From an optimization exercise on the open Yosys and OpenROAD flow, aimed at small area and a short achievable clock period; shortcuts taken in it are not production practice. Function was checked by simulation only, so behaviour that the tests miss may differ from the original. No activity file was given, so power comes from the tool's default toggle rates.

`flow/run.sh`:
```
#!/bin/bash
# The standard ORFS layout (the standard.sh), with two changes: clock
# tree synthesis runs without dummy loads, and the port buffers are plain
# buf_2 cells instead of the delay cells buffer_ports picks by default.
# Make's full output goes to flow_make.log here; each step's log is under
# orfs/logs/.
set -euo pipefail
bash standard.sh \
  "CTS_ARGS=-sink_clustering_enable -repair_clock_nets -dont_use_dummy_load -sink_clustering_size 24 -sink_clustering_max_diameter 120" \
  "BUFFER_PORTS_ARGS=-inputs -outputs -buffer_cell sky130_fd_sc_hd__buf_2" \
  finish > flow_make.log 2>&1
```
`standard.sh`:
```
#!/bin/bash
# synth_recipe.tcl (not shown) runs the flow's synth.tcl, then flattens the netlist and writes it again
# the make line also repeats each setting of config.mk as NAME=value (left out here)
make -C /OpenROAD-flow-scripts/flow DESIGN_CONFIG=/design/flow/config.mk WORK_HOME=/design/flow/orfs CLKGATE_MAP_FILE= SYNTH_SCRIPT=/design/flow/synth_recipe.tcl "${@:-finish}"
```
`config.mk`:
```
export PLATFORM = sky130hd
export DESIGN_NAME = pipelined_datapath
export DESIGN_NICKNAME = pipelined_datapath
export VERILOG_FILES = /design/flow/design.v
export SDC_FILE = /design/flow/constraint.sdc
export NUM_CORES = 4
export LEC_CHECK = 0
export CAP_MARGIN = 30
export CORE_MARGIN = 2
export CORE_UTILIZATION = 55
export CTS_CLUSTER_DIAMETER = 120
export CTS_CLUSTER_SIZE = 24
export SETUP_SLACK_MARGIN = 4.0
export SLEW_MARGIN = 30
export SYNTH_HIERARCHICAL = 1
export SYNTH_MINIMUM_KEEP_SIZE = 0
```
`constraint.sdc`:
```
create_clock -name core_clock -period 8.0 [get_ports {clk}]
set_input_delay 1.6000 -clock core_clock [delete_from_list [all_inputs] [get_ports {clk}]]
set_output_delay 1.6000 -clock core_clock [all_outputs]
set_load 0.01 [all_outputs]
```
`design.v`:
```
package datapath_pkg;
   localparam int DP_WIDTH    = 16;
   localparam int DP_D_ADDR_W = 8;
   localparam int DP_R_ADDR_W = 4;
   localparam logic [3:0] OP_ADD = 4'h1, OP_SUB = 4'h2, OP_AND = 4'h3, OP_OR  = 4'h4,
                          OP_XOR = 4'h5, OP_NOT = 4'h6, OP_PA  = 4'h7, OP_PB  = 4'h8,
                          OP_INC = 4'h9, OP_DEC = 4'hA, OP_SHL = 4'hB, OP_SHR = 4'hC;
endpackage
module dp_hazard_unit (
   input  logic [3:0] rd_addr,
   input  logic [3:0] ex_waddr,
   input  logic       ex_fwd,      
   input  logic       ex_ldw,      
   input  logic [3:0] wb_addr,     
   input  logic       wb_valid,
   output logic       ex_hit,      
   output logic       ld_hit,      
   output logic       wb_hit       
);
   logic ex_eq;
   assign ex_eq  = (ex_waddr == rd_addr);
   assign ex_hit = ex_fwd & ex_eq;
   assign ld_hit = ex_ldw & ex_eq;
   assign wb_hit = wb_valid & (wb_addr == rd_addr);
endmodule
module dp_aoi222 (
   input  logic a0, s0, a1, s1, a2, s2,
   output logic y
);
   assign y = ~((a0 & s0) | (a1 & s1) | (a2 & s2));
endmodule
module pipelined_datapath #(
   parameter int WIDTH    = datapath_pkg::DP_WIDTH,
   parameter int D_ADDR_W = datapath_pkg::DP_D_ADDR_W,
   parameter int R_ADDR_W = datapath_pkg::DP_R_ADDR_W,
   parameter bit FORWARD  = 1'b1
) (
   input  logic                clk,
   input  logic                rst_n,
   input  logic                in_valid,
   output logic                in_ready,
   input  logic [D_ADDR_W-1:0] D_addr,
   input  logic                D_wr,
   input  logic                RF_s,
   input  logic                RF_W_en,
   input  logic [R_ADDR_W-1:0] RF_W_addr,
   input  logic [R_ADDR_W-1:0] RF_A_addr,
   input  logic [R_ADDR_W-1:0] RF_B_addr,
   input  logic [3:0]          ALU_sel,
   output logic [WIDTH-1:0]    ALU_A,
   output logic [WIDTH-1:0]    ALU_B,
   output logic [WIDTH-1:0]    ALU_Out,
   output logic                wb_valid,
   output logic [R_ADDR_W-1:0] wb_addr,
   output logic [WIDTH-1:0]    wb_data
);
   localparam int NW = 2**D_ADDR_W;    
   localparam int NR = 2**R_ADDR_W;    
   logic par;
   always_ff @(posedge clk) par <= ~par;
   logic [WIDTH-1:0]    ex_a, ex_b, ex_alu;
   logic [WIDTH-1:0]    ex_xp;                 
   logic [WIDTH-2:0]    ex_xg;                 
   logic [WIDTH-2:4]    ex_xP;                 
   logic                ex_fwd, ex_ldw, ex_wr, ex_nwr;
   logic [R_ADDR_W-1:0] ex_waddr, ld_waddr_n;
   logic [15:0]         rs_hi, rs_lo;          
   logic [D_ADDR_W-1:0] ex_daddr, ex_daddr_n;
   logic                wb_valid_q, wb_nvalid_q;
   logic [R_ADDR_W-1:0] wb_addr_q, wb_addr_n_q;
   logic                wb_sel_alu, wb_sel_mem;
   logic [WIDTH-1:0]    wb_alu_q, wb_mp0_q, wb_mp1_q;
   logic [WIDTH-1:0]    wb_res;
   logic [NR*WIDTH-1:0] rf_y;
   logic [NR-1:0]       rf_we, rf_nwe, rf_v;
   genvar gi, gb;
   generate
      for (gi = 0; gi < NR; gi++) begin : g_rf
         assign rf_we[gi]  = wb_valid_q & (wb_addr_q == R_ADDR_W'(gi));
         assign rf_nwe[gi] = wb_nvalid_q | (~wb_addr_n_q != R_ADDR_W'(gi));
         for (gb = 0; gb < WIDTH; gb++) begin : g_bit
            always_ff @(posedge clk)
               rf_y[gi*WIDTH+gb] <= (rf_we[gi] & wb_res[gb]) | (rf_nwe[gi] & rf_y[gi*WIDTH+gb]);
         end
      end
   endgenerate
   always_ff @(posedge clk or negedge rst_n) begin
      if (!rst_n) rf_v <= '0;
      else        rf_v <= rf_v | rf_we;
   end
   logic [WIDTH-1:0] rf_a, rf_b, fwd_a, fwd_b;
   logic             exa_hit, exb_hit, lda_hit, ldb_hit, wba_hit, wbb_hit;
   logic             stall, take;
   dp_hazard_unit u_haz_a (
      .rd_addr(RF_A_addr), .ex_waddr(ex_waddr), .ex_fwd(ex_fwd), .ex_ldw(ex_ldw),
      .wb_addr(wb_addr_q), .wb_valid(wb_valid_q),
      .ex_hit(exa_hit), .ld_hit(lda_hit), .wb_hit(wba_hit));
   dp_hazard_unit u_haz_b (
      .rd_addr(RF_B_addr), .ex_waddr(ex_waddr), .ex_fwd(ex_fwd), .ex_ldw(ex_ldw),
      .wb_addr(wb_addr_q), .wb_valid(wb_valid_q),
      .ex_hit(exb_hit), .ld_hit(ldb_hit), .wb_hit(wbb_hit));
   assign in_ready = ~(ex_ldw & ((~ld_waddr_n == RF_A_addr) | (~ld_waddr_n == RF_B_addr)));
   assign stall    = lda_hit | ldb_hit;
   assign take     = in_valid & ~stall;
   assign rf_a = {WIDTH{rf_v[RF_A_addr]}} & rf_y[RF_A_addr*WIDTH +: WIDTH];
   assign rf_b = {WIDTH{rf_v[RF_B_addr]}} & rf_y[RF_B_addr*WIDTH +: WIDTH];
   always_comb begin
      if (exa_hit)      fwd_a = ex_alu;
      else if (wba_hit) fwd_a = wb_res;
      else              fwd_a = rf_a;
      if (exb_hit)      fwd_b = ex_alu;
      else if (wbb_hit) fwd_b = wb_res;
      else              fwd_b = rf_b;
   end
   logic       d_add, d_bsel, d_binv, d_cin, d_shl, d_shr;
   logic [3:0] d_lut;
   always_comb begin
      d_add = 1'b0; d_bsel = 1'b0; d_binv = 1'b0; d_cin = 1'b0;
      d_shl = 1'b0; d_shr = 1'b0; d_lut = 4'b0000;
      case (ALU_sel)
         datapath_pkg::OP_ADD: begin d_add = 1'b1; d_bsel = 1'b1; end
         datapath_pkg::OP_SUB: begin d_add = 1'b1; d_bsel = 1'b1; d_binv = 1'b1; d_cin = 1'b1; end
         datapath_pkg::OP_INC: begin d_add = 1'b1; d_cin = 1'b1; end
         datapath_pkg::OP_DEC: begin d_add = 1'b1; d_binv = 1'b1; end
         datapath_pkg::OP_AND: d_lut = 4'b1000;
         datapath_pkg::OP_OR:  d_lut = 4'b1110;
         datapath_pkg::OP_XOR: d_lut = 4'b0110;
         datapath_pkg::OP_NOT: d_lut = 4'b0011;
         datapath_pkg::OP_PA:  d_lut = 4'b1100;
         datapath_pkg::OP_PB:  d_lut = 4'b1010;
         datapath_pkg::OP_SHL: d_shl = 1'b1;
         datapath_pkg::OP_SHR: d_shr = 1'b1;
         default: ;
      endcase
   end
   logic [WIDTH-1:0] bop, lut_r, oth, g0, p0, sum;
   logic [WIDTH-1:0] gl [4], pl [4];
   logic [WIDTH-1:0] binv;
   assign binv = {WIDTH{d_binv}};
   always_comb begin
      if (!d_bsel)      bop = binv;
      else if (exb_hit) bop = ex_alu ^ binv;
      else if (wbb_hit) bop = wb_res ^ binv;
      else              bop = rf_b ^ binv;
   end
   assign g0 = fwd_a & bop;
   assign p0 = fwd_a ^ bop;
   always_comb begin
      gl[0] = g0;
      pl[0] = p0;
      gl[0][0] = g0[0] | (p0[0] & d_cin);
      for (int l = 1; l < 3; l++) begin
         for (int i = 0; i < WIDTH; i++) begin
            if (i >= (1 << (l-1))) begin
               gl[l][i] = gl[l-1][i] | (pl[l-1][i] & gl[l-1][i - (1 << (l-1))]);
               pl[l][i] = pl[l-1][i] & pl[l-1][i - (1 << (l-1))];
            end else begin
               gl[l][i] = gl[l-1][i];
               pl[l][i] = pl[l-1][i];
            end
         end
      end
      sum    = p0;
      sum[0] = p0[0] ^ d_cin;    
   end
   always_comb begin
      for (int i = 0; i < WIDTH; i++)
         lut_r[i] = d_lut[{fwd_a[i], fwd_b[i]}];
   end
   assign oth = lut_r
              | ({WIDTH{d_shl}} & {fwd_a[WIDTH-2:0], 1'b0})
              | ({WIDTH{d_shr}} & {1'b0, fwd_a[WIDTH-1:1]});
   always_ff @(posedge clk or negedge rst_n) begin
      if (!rst_n) begin
         ex_xp <= '0;
         ex_xg <= '0;
      end else begin
         ex_xp <= !take ? '0 : d_add ? sum : oth;
         ex_xg <= (take & d_add) ? gl[2][WIDTH-2:0] : '0;
      end
   end
   always_ff @(posedge clk) ex_xP <= pl[2][WIDTH-2:4];
   logic [WIDTH-2:0] g3, g4;
   logic [WIDTH-2:8] p3;
   always_comb begin
      for (int i = 0; i < WIDTH-1; i++)
         g3[i] = (i >= 4) ? (ex_xg[i] | (ex_xP[i] & ex_xg[i-4])) : ex_xg[i];
      for (int i = 8; i < WIDTH-1; i++)
         p3[i] = ex_xP[i] & ex_xP[i-4];
      for (int i = 0; i < WIDTH-1; i++)
         g4[i] = (i >= 8) ? (g3[i] | (p3[i] & g3[i-8])) : g3[i];
   end
   assign ex_alu = ex_xp ^ {g4, 1'b0};
   always_ff @(posedge clk or negedge rst_n) begin
      if (!rst_n) begin
         ex_a   <= '0;
         ex_b   <= '0;
         ex_fwd <= 1'b0;
         ex_ldw <= 1'b0;
         ex_wr  <= 1'b0;
         ex_nwr <= 1'b1;
      end else begin
         ex_a   <= take ? fwd_a : '0;
         ex_b   <= take ? fwd_b : '0;
         ex_fwd <= take & RF_W_en & RF_s;
         ex_ldw <= take & RF_W_en & ~RF_s;
         ex_wr  <= take & D_wr;
         ex_nwr <= ~(take & D_wr);
      end
   end
   always_ff @(posedge clk) begin
      ex_waddr   <= RF_W_addr;
      ex_daddr   <= D_addr;
      ex_daddr_n <= ~D_addr;
      ld_waddr_n <= ~RF_W_addr;
      rs_hi      <= 16'd1 << D_addr[7:4];
      rs_lo      <= 16'd1 << D_addr[3:0];
   end
   assign ALU_A   = ex_a;
   assign ALU_B   = ex_b;
   assign ALU_Out = ex_alu;
   logic [NW*WIDTH-1:0] mem_y;
   logic [NW-1:0]       m_we, m_nwe;
   logic [15:0]         hi, lo, hi_n, lo_n, hi_w, hi_nw;
   logic [WIDTH-1:0]    m_wd;
   assign hi   = 16'd1 << ex_daddr[7:4];
   assign lo   = 16'd1 << ex_daddr[3:0];
   assign hi_n = 16'd1 << ~ex_daddr_n[7:4];
   assign lo_n = 16'd1 << ~ex_daddr_n[3:0];
   assign hi_w  = hi & {16{ex_wr}};
   assign hi_nw = hi_n & {16{~ex_nwr}};
   assign m_wd = ex_a ^ {WIDTH{par}};
   generate
      for (gi = 0; gi < NW; gi++) begin : g_mem
         assign m_we[gi]  = hi_w[gi/16] & lo[gi%16];
         assign m_nwe[gi] = ~(hi_nw[gi/16] & lo_n[gi%16]);
         for (gb = 0; gb < WIDTH; gb++) begin : g_bit
            always_ff @(posedge clk)
               mem_y[gi*WIDTH+gb] <= ~((m_we[gi] | mem_y[gi*WIDTH+gb]) & (m_nwe[gi] | m_wd[gb]));
         end
      end
   endgenerate
   localparam int NG = NW / 3;               
   logic [NW-1:0]       rsel_w;
   logic [WIDTH-1:0]    grp_n [NG+1];
   generate
      for (gi = 0; gi < NW; gi++) begin : g_rsel
         assign rsel_w[gi] = rs_hi[gi/16] & rs_lo[gi%16];
      end
      for (gi = 0; gi < NG; gi++) begin : g_grp
         for (gb = 0; gb < WIDTH; gb++) begin : g_bit
            dp_aoi222 u_aoi (
               .a0(mem_y[(3*gi)*WIDTH+gb]),   .s0(rsel_w[3*gi]),
               .a1(mem_y[(3*gi+1)*WIDTH+gb]), .s1(rsel_w[3*gi+1]),
               .a2(mem_y[(3*gi+2)*WIDTH+gb]), .s2(rsel_w[3*gi+2]),
               .y (grp_n[gi][gb]));
         end
      end
   endgenerate
   logic [WIDTH-1:0] m_p0, m_p1;
   always_comb begin
      for (int b = 0; b < WIDTH; b++) grp_n[NG][b] = ~(mem_y[(NW-1)*WIDTH+b] & rsel_w[NW-1]);
      m_p0 = '1;
      for (int k = 0; k < NG/2; k++) m_p0 = m_p0 & grp_n[k];
      m_p1 = '1;
      for (int k = NG/2; k <= NG; k++) m_p1 = m_p1 & grp_n[k];
      m_p0 = ~m_p0;
      m_p1 = ~m_p1;
   end
   always_ff @(posedge clk or negedge rst_n) begin
      if (!rst_n) begin
         wb_valid_q  <= 1'b0;
         wb_nvalid_q <= 1'b1;
         wb_addr_q   <= '0;
         wb_sel_alu  <= 1'b0;
         wb_sel_mem  <= 1'b0;
      end else begin
         wb_valid_q  <= ex_fwd | ex_ldw;
         wb_nvalid_q <= ~(ex_fwd | ex_ldw);
         wb_addr_q   <= (ex_fwd | ex_ldw) ? ex_waddr : '0;
         wb_sel_alu  <= ex_fwd;
         wb_sel_mem  <= ex_ldw;
      end
   end
   always_ff @(posedge clk) begin
      wb_addr_n_q <= ~ex_waddr;
      wb_alu_q    <= ex_alu;
      wb_mp0_q    <= m_p0;
      wb_mp1_q    <= m_p1;
   end
   assign wb_res = ({WIDTH{wb_sel_alu}} & wb_alu_q)
                 | ({WIDTH{wb_sel_mem}} & ((wb_mp0_q | wb_mp1_q) ^ {WIDTH{~par}}));
   assign wb_valid = wb_valid_q;
   assign wb_addr  = wb_addr_q;
   assign wb_data  = wb_res;
endmodule
```
==> impl_results.md, run 1 <==
* Result of the run: finished clean
* First-pass DRT Iterations at 15
* Placeable core region at roughly 280,000 sq um
* Die Area at 284,000 sq um
* Starting density of the core at between 50% and 60%
* Clock insertion delay at the later pin of the skew report at 0.97 ns
* Min setup slack post-route at 3.85 ns
* Post-route DRC at 0
* Share of synthesized area occupied by flip-flops and latches at between 50% and 60%
* Number of instances in the synthesized netlist at approximately 14,000
* Final global-route overflow total at 0
* Max Cap Violations at 0
* Initial antenna violation count at 68
* DR WL/cell at 37.5 microns
* Fin crit share at 51.9%
* CTS sink count at 4,563
* Root Driver: sky130_fd_sc_hd__clkbuf_16
* Power spent charging and discharging nets at 9.30 mW
* Leading cell types in the layout, fill and taps excluded: 4,448 x sky130_fd_sc_hd__dfxtp_1, 4,098 x sky130_fd_sc_hd__o22ai_1, 1,360 x sky130_fd_sc_hd__a222oi_1, 359 x sky130_fd_sc_hd__nand2_1, 323 x sky130_fd_sc_hd__nand4_1
* Antenna-violating nets left at 0
* Combinational group share of total power at 5.6%
* Largest driver fanout on the critical path at 16
* Yosys top cell area share at 58.2%
* Highest attainable clock frequency at 241 MHz
* Weighted congestion reported at the end of routability-driven placement at ~0.97
* Fraction of synthesis flops using an asynchronous set or reset pin at approximately 2%
* Maximum root-to-sink buffer count at 4
* Setup repair after global routing missed its margin: yes
* Highest Signal Layer: met5
* Final routed wirelength across all metal layers at 641,000 microns
* Buffers added on ports at 99
* Post-DP HPWL at 397,000 microns
* Crit path required time at 8.75 ns
* Total standard cell area after synthesis at around 150,000 sq um
* Seq pwr share at 63.5%
* Final-stage net count at 13,300
* Layout-stage area growth over the synthesis result at 7.34%
* Setup WS pre-CTS at between 2 and 2.5 ns
* CTS tree: built
* Power Dens Cells at 234 nW/um^2
* Post-route minimum period at 4.15 ns
* Non-Filler Instances at ~17,000
* Area of placed instances at 158,000 sq um
* Pin count of the biggest net entering global routing at 165
* H-tree level count at 4
* Clock buffers created by TritonCTS at 212
* Number of placement rows at 194
* Critical Path AT at about 5 ns
* Via count at approximately 140k
* Final-report hold violation count at 0
* Post-route design area at 165,000 sq um
* Cell accounting for the most synthesized area: sky130_fd_sc_hd__dfxtp_1
* Hold Buf Count CTS at 0
* Type of the worst setup path: reg -> reg
* Critical path capture point type: flop
* Clock network fraction of total power at 30.9%
* Number of synthesis warnings at roughly 1,400
* Via count of the first global-routing pass at roughly 120k
* Sum Neg Setup Slack at 0 ns
* I/O pin cnt at 100
* Switching portion of total power at roughly a quarter
* Final worst clock skew at 0.0890 ns
* Slew HR at approximately a fifth
* First-pass GRT wire length at around 900,000 microns
* Number of synthesized flops with an enable pin at 0
* Wire length the detailed router placed on met1 at 240,000 microns
* Top flip-flop cell by instance count after synthesis: sky130_fd_sc_hd__dfxtp_1
* Leakage dissipation at 63.9 nW
* Syn avg cell area at 11.2 sq um
* Most common library cell in the layout ignoring fill and taps: sky130_fd_sc_hd__dfxtp_1
* Placed Cells at 16,700
* Slew at the pin closest to its max-slew limit at around 1.2 ns
* Cell internal power dissipation at 29.3 mW
* Nature of the critical path startpoint: flop
* Count of state elements after synthesis at roughly 4,600
* Register-to-Register Setup Slack at around 3.8 ns
* Ratio of routed vias to standard cells at ~8.1
* Y dimension of the die at 533 microns
* Layout cell share with drive strength beyond 1 at 9.56%
* Count of routing violations after the opening detailed-route iteration at about 28,000
* Net count after synthesis at ~14,000
* Distinct cells, synth at 80
* Clock Pin Slew Worst Setup and Hold Paths at 0.10 ns
* Final-report setup violation count at 0
* Met2 Routed Length at 270,000 microns
* Met3 Routed Length at ~90,000 microns
* Slew Limit Fails at 0
* Type of the most critical hold path: reg -> reg
* Peak ir drop on the vdd network at 0.190 mV
* Cells taking the most area after synthesis: sky130_fd_sc_hd__dfxtp_1 58%, sky130_fd_sc_hd__o22ai_1 17%, sky130_fd_sc_hd__a222oi_1 8.8%, sky130_fd_sc_hd__clkbuf_1 2.7%, sky130_fd_sc_hd__mux4_2 1.9%
* Total routing usage reported by global routing at 42.6%
* Width of the chip at 533 microns
## per-stage QoR
stage	power, mW	util, %	hold WS [ns]
6_report	38.6	59.2	0.430
5_1_grt	39.6	59.1	0.437
4_1_cts	38.5	58.9	0.424
3_5_place_dp	27.0	56.7	0.420
3_3_place_gp	26.9	56.4	0.417
2_1_floorplan	25.9	-	0.379
## path summary, 6_finish.rpt
check	start	endpoint	depth (start not counted)
hold / removal	ex_fwd$_DFF_PN0_	wb_sel_alu$_DFF_PN0_	0
setup reg to reg	rs_lo[10]$_SDFF_PN0_	wb_mp0_q[1]$_DFF_P_	7
setup / recovery	rs_lo[10]$_SDFF_PN0_	wb_mp0_q[1]$_DFF_P_	7
max in group asynchronous	rst_n	ex_xg[14]$_DFF_PN0_	2
hold reg to reg	ex_fwd$_DFF_PN0_	wb_sel_alu$_DFF_PN0_	0
min in group asynchronous	rst_n	wb_valid_q$_DFF_PN0_	1
## critical path, stage by stage, from the launching register on
cell and delay [ns]:
sky130_fd_sc_hd__dfxtp_2 0.57, sky130_fd_sc_hd__buf_4 0.38, sky130_fd_sc_hd__and2_1 0.44, sky130_fd_sc_hd__a222oi_1 0.70, sky130_fd_sc_hd__nand4_1 0.49, sky130_fd_sc_hd__nor4_1 0.89
sky130_fd_sc_hd__buf_4 0.27, sky130_fd_sc_hd__nand3_1 0.16
## cells by family (layout without fill, tap and decap cells)
| kind of cell | Yosys count | count (layout) | share of synthesized area, % |
|---|---|---|---|
| AO/OA/AOI/OAI | 5948 | 5949 | 28.2 |
| other | 0 | 101 | 0 |
| flip-flops | 4563 | 4563 | 59.7 |
| adder cells (fa/ha/maj) | 21 | 21 | 0.176 |
| buffers and inverters | 1268 | 714 | 3.27 |
| multiplexers | 242 | 242 | 2.78 |
| AND/OR/NAND/NOR | 1668 | 1668 | 5.42 |
| XOR/XNOR | 88 | 88 | 0.506 |
## Yosys cell counts, drive strengths merged, types with 42 or more instances
master	number
dfxtp	4472
and2	283
inv	47
xnor2	46
a22o	284
dfrtp	89
mux4	143
a21oi	65
a222oi	1360
nand4	323
nand2	381
nand3	79
xor2	42
nor3	46
o22ai	4099
nor2	407
clkbuf	1123
nor4	74
mux2i	95
buf	93
## per-module statistics from Yosys (local to each module, per instance)
module              times used  cells  area, sq um  flip-flops and latches
dp_aoi222                 1360      1         10.0                       0
dp_hazard_unit               2     13         98.8                       0
pipelined_datapath           1  12400       140000                    4563
## power groups by stage
stage	combinational, mW	clock [mW]	sequential, mW
global placement	1.92	0	24.9
detailed placement	2.01	0	25.0
finish	2.18	11.9	24.5
floorplan	1.17	0	24.8
CTS	2.05	11.9	24.5
global route	2.24	12.7	24.6
## state kept, by name, summed over array words and instances, names as in the netlist, 11 cells and up
signal / flops
rf_v: 16
rf_y: 256
ex_xp: 16
wb_mp0_q: 16
ex_xg: 15
mem_y: 4096
rs_lo: 16
wb_mp1_q: 16
ex_b: 16
ex_xP: 11
rs_hi: 16
wb_alu_q: 16
ex_a: 16
## routing by layer
metal  global-route usage (%)  up-vias
met2                     59.9    11100
met1                     57.7    68500
met4                     24.3       36
met3                     13.3     1891
met5                        0        -
li1                         -    56000
## what timing repair did
| item | 4_1_cts | 5_1_grt |
|---|---|---|
| setup endpoints to repair | 69 | 30 |
| pin swaps | 23 | 17 |
| resized for setup | 115 | 43 |
| cloned | 7 | 4 |
| buffers inserted | 19 | 15 |
## cell type report
class,count,area [sq um]
antenna,101,253
clock buffer,212,5310
fill,22800,114000
inverter,49,205
multi-input combinational,7968,58900
sequential,4563,91800
tap,3724,4660
timing repair buffer,453,3960
==> run 2: changes to the inputs <==
--- a/design.v
+++ b/design.v
@@ -65,5 +65,5 @@
    logic                ex_fwd, ex_ldw, ex_wr, ex_nwr;
    logic [R_ADDR_W-1:0] ex_waddr, ld_waddr_n;
-   logic [15:0]         rs_hi, rs_lo;          
+   logic [15:0]         rs_hi_n, rs_lo_n;      
    logic [D_ADDR_W-1:0] ex_daddr, ex_daddr_n;
    logic                wb_valid_q, wb_nvalid_q;
@@ -214,6 +214,6 @@
       ex_daddr_n <= ~D_addr;
       ld_waddr_n <= ~RF_W_addr;
-      rs_hi      <= 16'd1 << D_addr[7:4];
-      rs_lo      <= 16'd1 << D_addr[3:0];
+      rs_hi_n    <= ~(16'd1 << D_addr[7:4]);
+      rs_lo_n    <= ~(16'd1 << D_addr[3:0]);
    end
    assign ALU_A   = ex_a;
@@ -233,5 +233,5 @@
    generate
       for (gi = 0; gi < NW; gi++) begin : g_mem
-         assign m_we[gi]  = hi_w[gi/16] & lo[gi%16];
+         assign m_we[gi]  = ~(~hi_w[gi/16] | ~lo[gi%16]);
          assign m_nwe[gi] = ~(hi_nw[gi/16] & lo_n[gi%16]);
          for (gb = 0; gb < WIDTH; gb++) begin : g_bit
@@ -246,5 +246,5 @@
    generate
       for (gi = 0; gi < NW; gi++) begin : g_rsel
-         assign rsel_w[gi] = rs_hi[gi/16] & rs_lo[gi%16];
+         assign rsel_w[gi] = ~(rs_hi_n[gi/16] | rs_lo_n[gi%16]);
       end
       for (gi = 0; gi < NG; gi++) begin : g_grp
--- a/flow/run.sh
+++ b/flow/run.sh
@@ -7,5 +7,5 @@
 set -euo pipefail
 bash standard.sh \
-  "CTS_ARGS=-sink_clustering_enable -repair_clock_nets -dont_use_dummy_load -sink_clustering_size 24 -sink_clustering_max_diameter 120" \
+  "CTS_ARGS=-sink_clustering_enable -repair_clock_nets -dont_use_dummy_load -sink_clustering_size 28 -sink_clustering_max_diameter 130" \
   "BUFFER_PORTS_ARGS=-inputs -outputs -buffer_cell sky130_fd_sc_hd__buf_2" \
   finish > flow_make.log 2>&1
--- a/config.mk
+++ b/config.mk
@@ -9,6 +9,6 @@
 export CORE_MARGIN = 2
 export CORE_UTILIZATION = 55
-export CTS_CLUSTER_DIAMETER = 120
-export CTS_CLUSTER_SIZE = 24
+export CTS_CLUSTER_DIAMETER = 130
+export CTS_CLUSTER_SIZE = 28
 export SETUP_SLACK_MARGIN = 4.0
 export SLEW_MARGIN = 30
==> run 2 against run 1 <==
Still clean on timing, DRC and antenna. Sequential cell count unchanged. Clock-buffer cell count down 28. Register-to-register slack worse by 0.10 ns. Synthesized cell count up 0.20%. Cell count up 0.28%. Cell area down 0.22%. Clock skew down 0.035 ns. First-iteration DRC count up 1.5%. Non-clock buffer count up 167. Critical endpoint unchanged.
==> impl_results.md, run 2 <==
* Clock insertion delay at the later pin of the skew report at 0.95 ns (was 0.97 ns)
* Sum Neg Setup Slack at 0 ns (unchanged)
* Final routed wirelength across all metal layers at 637,000 microns (was 641,000 microns)
* First-pass GRT wire length at 902,000 microns (was 905,000 microns)
* Critical register-to-register path startpoint: rs_lo_n[3]$_DFF_P_ (was rs_lo[10]$_SDFF_PN0_)
* Setup repair after global routing missed its margin: yes (unchanged)
* Initial antenna violation count at 45 (was 68)
* Commonest cells post-synth: 4,472 x sky130_fd_sc_hd__dfxtp_1, 4,096 x sky130_fd_sc_hd__o22ai_1, 1,360 x sky130_fd_sc_hd__a222oi_1 (was 4,472 x sky130_fd_sc_hd__dfxtp_1, 4,099 x sky130_fd_sc_hd__o22ai_1, 1,360 x sky130_fd_sc_hd__a222oi_1)
* Number of synthesized flops with an enable pin at 0 (unchanged)
* Die Area at 283,000 sq um (was 284,000 sq um)
* Cell internal power dissipation at 28.7 mW (was 29.3 mW)
* Post-DP HPWL at 395,000 microns (was 397,000 microns)
* Final-report hold violation count at 0 (unchanged)
* Largest driver fanout on the critical path at 16 (unchanged)
* Max FFs per register at 4,096 (unchanged)
* Power Dens Cells at 230 nW/um^2 (was 234 nW/um^2)
* Number of synthesis warnings at 1,373 (unchanged)
* Nature of the critical path startpoint: flop (unchanged)
* Buffers added on ports at 99 (unchanged)
* Top register by number of flip-flops: mem_y (unchanged)
* Highest attainable clock frequency at 235 MHz (was 241 MHz)
* Leakage dissipation at 63.8 nW (was 63.9 nW)
* Number of instances in the synthesized netlist at 13,800 (about the same)
* Result of the run: finished clean (unchanged)
* Minimum hold slack at 0.439 ns (was 0.430 ns)
* Cell accounting for the most synthesized area: sky130_fd_sc_hd__dfxtp_1 (unchanged)
* Switching portion of total power at 24.1% (about the same)
* H-tree level count at 4 (unchanged)
* Net count after synthesis at 13,900 (was 13,800)
* Type of the worst setup path: reg -> reg (unchanged)
* Clock buffers created by TritonCTS at 184 (was 212)
* Top flip-flop cell by instance count after synthesis: sky130_fd_sc_hd__dfxtp_1 (unchanged)
* Post-route DRC at 0 (unchanged)
* Peak ir drop on the vdd network at 0.229 mV (was 0.190 mV)
* Root Driver: sky130_fd_sc_hd__clkbuf_16 (unchanged)
* Min setup slack post-route at 3.75 ns (was 3.85 ns)
* Cells taking the most area after synthesis: sky130_fd_sc_hd__dfxtp_1 58%, sky130_fd_sc_hd__o22ai_1 17%, sky130_fd_sc_hd__a222oi_1 8.9%, sky130_fd_sc_hd__clkbuf_1 2.8%, sky130_fd_sc_hd__mux4_2 2.1% (was sky130_fd_sc_hd__dfxtp_1 58%, sky130_fd_sc_hd__o22ai_1 17%, sky130_fd_sc_hd__a222oi_1 8.8%, sky130_fd_sc_hd__clkbuf_1 2.7%, sky130_fd_sc_hd__mux4_2 1.9%)
* Critical Path AT at 5.02 ns (was 4.91 ns)
* Area of placed instances at 159,000 sq um (was 158,000 sq um)
* Placeable core region at 277,000 sq um (was 279,000 sq um)
* Total routing usage reported by global routing at 42.4% (was 42.6%)
* Y dimension of the die at 532 microns (was 533 microns)
* Post-route minimum period at 4.25 ns (was 4.15 ns)
* Total standard cell area after synthesis at 153,000 sq um (was 154,000 sq um)
* Number of placement rows at 193 (was 194)
* Final-stage net count at 13,400 (was 13,300)
* Power spent charging and discharging nets at 9.12 mW (was 9.30 mW)
* Register-to-Register Setup Slack at 3.75 ns (was 3.85 ns)
* Yosys top cell area share at 58.5% (was 58.2%)
* Final worst clock skew at 0.0542 ns (was 0.0890 ns)
* Combinational group share of total power at 5.5% (was 5.6%)
* Crit path required time at 8.76 ns (was 8.75 ns)
* Fraction of synthesis flops using an asynchronous set or reset pin at 1.99% (unchanged)
* Worst reg2reg path endpoint: wb_mp0_q[1]$_DFF_P_ (unchanged)
* Syn avg cell area at 11.1 sq um (was 11.2 sq um)
* Startpoint of the worst hold path: mem_y[2719]$_DFF_P_ (was ex_fwd$_DFF_PN0_)
* Starting density of the core at 55.3% (was 55.2%)
* Regs by FF count: mem_y x4096, rf_y x256 (unchanged)
* Antenna-violating nets left at 0 (unchanged)
* Most instantiated library cell after synthesis: sky130_fd_sc_hd__dfxtp_1 (unchanged)
* Worst Reg-to-Reg Cells at 7 (unchanged)
* Clock network fraction of total power at 29.6% (was 30.9%)
* Width of the chip at 532 microns (was 533 microns)
* Share of synthesized area occupied by flip-flops and latches at 60.0% (was 59.7%)
* Post-route design area at 165,000 sq um (about the same)
* Layout cell share with drive strength beyond 1 at 10.8% (was 9.56%)
* Count of state elements after synthesis at 4,563 (unchanged)
* Distinct cells, synth at 77 (was 80)
* Pin count of the biggest net entering global routing at 155 (was 165)
* Maximum root-to-sink buffer count at 4 (unchanged)
* Via count at 137,000 (about the same)
* Clock Pin Slew Worst Setup and Hold Paths at 0.11 ns (was 0.10 ns)
* Seq pwr share at 64.9% (was 63.5%)
* Final global-route overflow total at 0 (unchanged)
* Weighted congestion reported at the end of routability-driven placement at 0.963 (was 0.969)
* Slew HR at 19.6% (was 19.0%)
* Highest-utilization routing layer at the global route stage: met2 (unchanged)
* Slew Limit Fails at 0 (unchanged)
* Layout-stage area growth over the synthesis result at 7.62% (was 7.34%)
* Setup WS pre-CTS at 2.08 ns (was 2.36 ns)
* Worst-case hold path end point: mem_y[2719]$_DFF_P_ (was wb_sel_alu$_DFF_PN0_)
* Max Cap Violations at 0 (unchanged)
* Leading cell types in the layout, fill and taps excluded: 4,440 x sky130_fd_sc_hd__dfxtp_1, 4,096 x sky130_fd_sc_hd__o22ai_1, 1,360 x sky130_fd_sc_hd__a222oi_1, 463 x sky130_fd_sc_hd__buf_4, 372 x sky130_fd_sc_hd__nand2_1 (was 4,448 x sky130_fd_sc_hd__dfxtp_1, 4,098 x sky130_fd_sc_hd__o22ai_1, 1,360 x sky130_fd_sc_hd__a222oi_1, 359 x sky130_fd_sc_hd__nand2_1, 323 x sky130_fd_sc_hd__nand4_1)
* I/O pin cnt at 100 (unchanged)
* Via count of the first global-routing pass at 125,000 (was 124,000)
* Type of the most critical hold path: reg -> reg (unchanged)
* Final-report setup violation count at 0 (unchanged)
* Slew at the pin closest to its max-slew limit at 1.21 ns (was 1.20 ns)
* CTS tree: built (unchanged)
* Met3 Use GR at 12.6% (was 13.3%)
* Fin crit share at 53.2% (was 51.9%)
* Met1 track utilization from global routing at 58.1% (was 57.7%)
* Critical path capture point type: flop (unchanged)
* CTS sink count at 4,563 (unchanged)
* DR WL/cell at 37.2 microns (was 37.5 microns)
* Worst Hold Path Cells at 1 (was 0)
* First-pass DRT Iterations at 15 (unchanged)
* Count of routing violations after the opening detailed-route iteration at 28,100 (was 27,700)
* Met2 track utilization from global routing at 59.5% (was 59.9%)
* Most common library cell in the layout ignoring fill and taps: sky130_fd_sc_hd__dfxtp_1 (unchanged)
* Ratio of routed vias to standard cells at 7.98 (was 8.05)
run 2: final cells by class:
class	instances	area (sq um)
Timing Repair Buffer	620	5290
Multi-Input combinational cell	7966	58100
Antenna cell	31	77.6
Inverter	48	189
Sequential cell	4563	91900
Fill cell	22800	112000
Tap cell	3705	4640
Clock buffer	184	4600
run 2: layer usage:
metal	share of wire (%)	vias up	wire length, microns
li1	-	56100	-
met1	38	67800	240000
met2	41	10800	264000
met3	14	1870	89100
met4	6.8	32	43400
met5	0.050	-	318
run 2: logic make-up (layout without fill, tap and decap cells):
kind of cell | Yosys count | in the layout | share of synthesized area [%]
xor+xnor | 88 | 88 | 0.503
buf+inv | 1296 | 852 | 3.30
mux | 242 | 242 | 2.75
fa+ha+maj | 21 | 21 | 0.177
other cells | 0 | 31 | 0
simple gates | 1665 | 1665 | 5.02
flops | 4563 | 4563 | 60.0
compound gates | 5950 | 5950 | 28.3
run 2: critical path, stage by stage (launching register included):
cell	delay, ns
sky130_fd_sc_hd__dfxtp_2	0.94
sky130_fd_sc_hd__buf_4	0.57
sky130_fd_sc_hd__nor2_1	0.10
sky130_fd_sc_hd__buf_4	0.22
sky130_fd_sc_hd__a222oi_1	0.75
sky130_fd_sc_hd__nand4_1	0.38
sky130_fd_sc_hd__nor4_1	0.84
sky130_fd_sc_hd__nand3_1	0.26
run 2: per-stage QoR:
step,std cells,util [%],total power [mW]
after global routing,17100,59.5,38.8
after global placement,16800,57.0,26.8
after CTS,17100,59.3,37.7
after floorplan,13800,-,25.9
after detailed placement,16900,57.3,27.0
final,17100,59.5,37.9
run 2: Yosys stat by module, one instance, submodules excluded:
module              cells inside  flops+latches
dp_aoi222                      1              0
pipelined_datapath         12400           4563
dp_hazard_unit                13              0
run 2: worst max path at each step:
stage,endpoint,cells after the start,from,slack (ns)
after global placement,ex_xg[5]$_DFF_PN0_,15,RF_B_addr[2],2.15
after detailed placement,ex_xg[5]$_DFF_PN0_,15,RF_B_addr[2],2.08
final,wb_mp0_q[1]$_DFF_P_,7,rs_lo_n[3]$_DFF_P_,3.75
after floorplan,in_ready,7,RF_A_addr[2],3.78
after global routing,in_ready,5,RF_B_addr[3],3.92
after CTS,wb_data[12],5,wb_mp1_q[12]$_DFF_P_,3.92
run 2: power groups by stage:
stage,clock [mW],sequential [mW],combinational [mW]
global placement,0,25.0,1.84
floorplan,0,24.8,1.16
finish,11.2,24.6,2.09
global route,12.0,24.7,2.17
CTS,11.2,24.5,1.97
detailed placement,0,25.0,1.93
run 2: repair_timing:
action                     4_1_cts  5_1_grt
setup buffers                   14       19
pin swaps                       16       20
gates resized for setup        121       44
gates cloned                     7        5
setup endpoints to repair       74       34
hold buffers                     0        0

-- afterwards: timing with drivers on the ports --
The results above use ideal ports. As a check the final layouts listed here were re-extracted and re-timed, cells and wires unchanged.
Step 1 assumes that a clkbuf_16 drives the clock port and a buf_2 every other input.
Step 2 adds t to the input delays and takes it off the output delays; t is the mean of the earliest and latest rising clock arrival at the registers after step 1. Input paths then give back, and output paths get back, about the clock's delay inside the block.
Three values: ideal ports, drivers, drivers and shift; two values: the first two.
run	shift t [ns]	setup slack, ns	worst hold slack (ns)	worst setup path after step 2	clock arrival spread, ns
run 1	1.036	3.847 / 3.666 / 2.988	0.430 / 0.430 / 0.430	input to register	0.089 / 0.089
run 2	1.032	3.745 / 3.745 / 3.011	0.439 / 0.439 / 0.439	input to register	0.058 / 0.058
After both steps setup and hold are still met in every run listed. For run 1, which loses most, drivers alone change the setup slack by -0.181 ns; drivers and shift together by -0.859 ns.
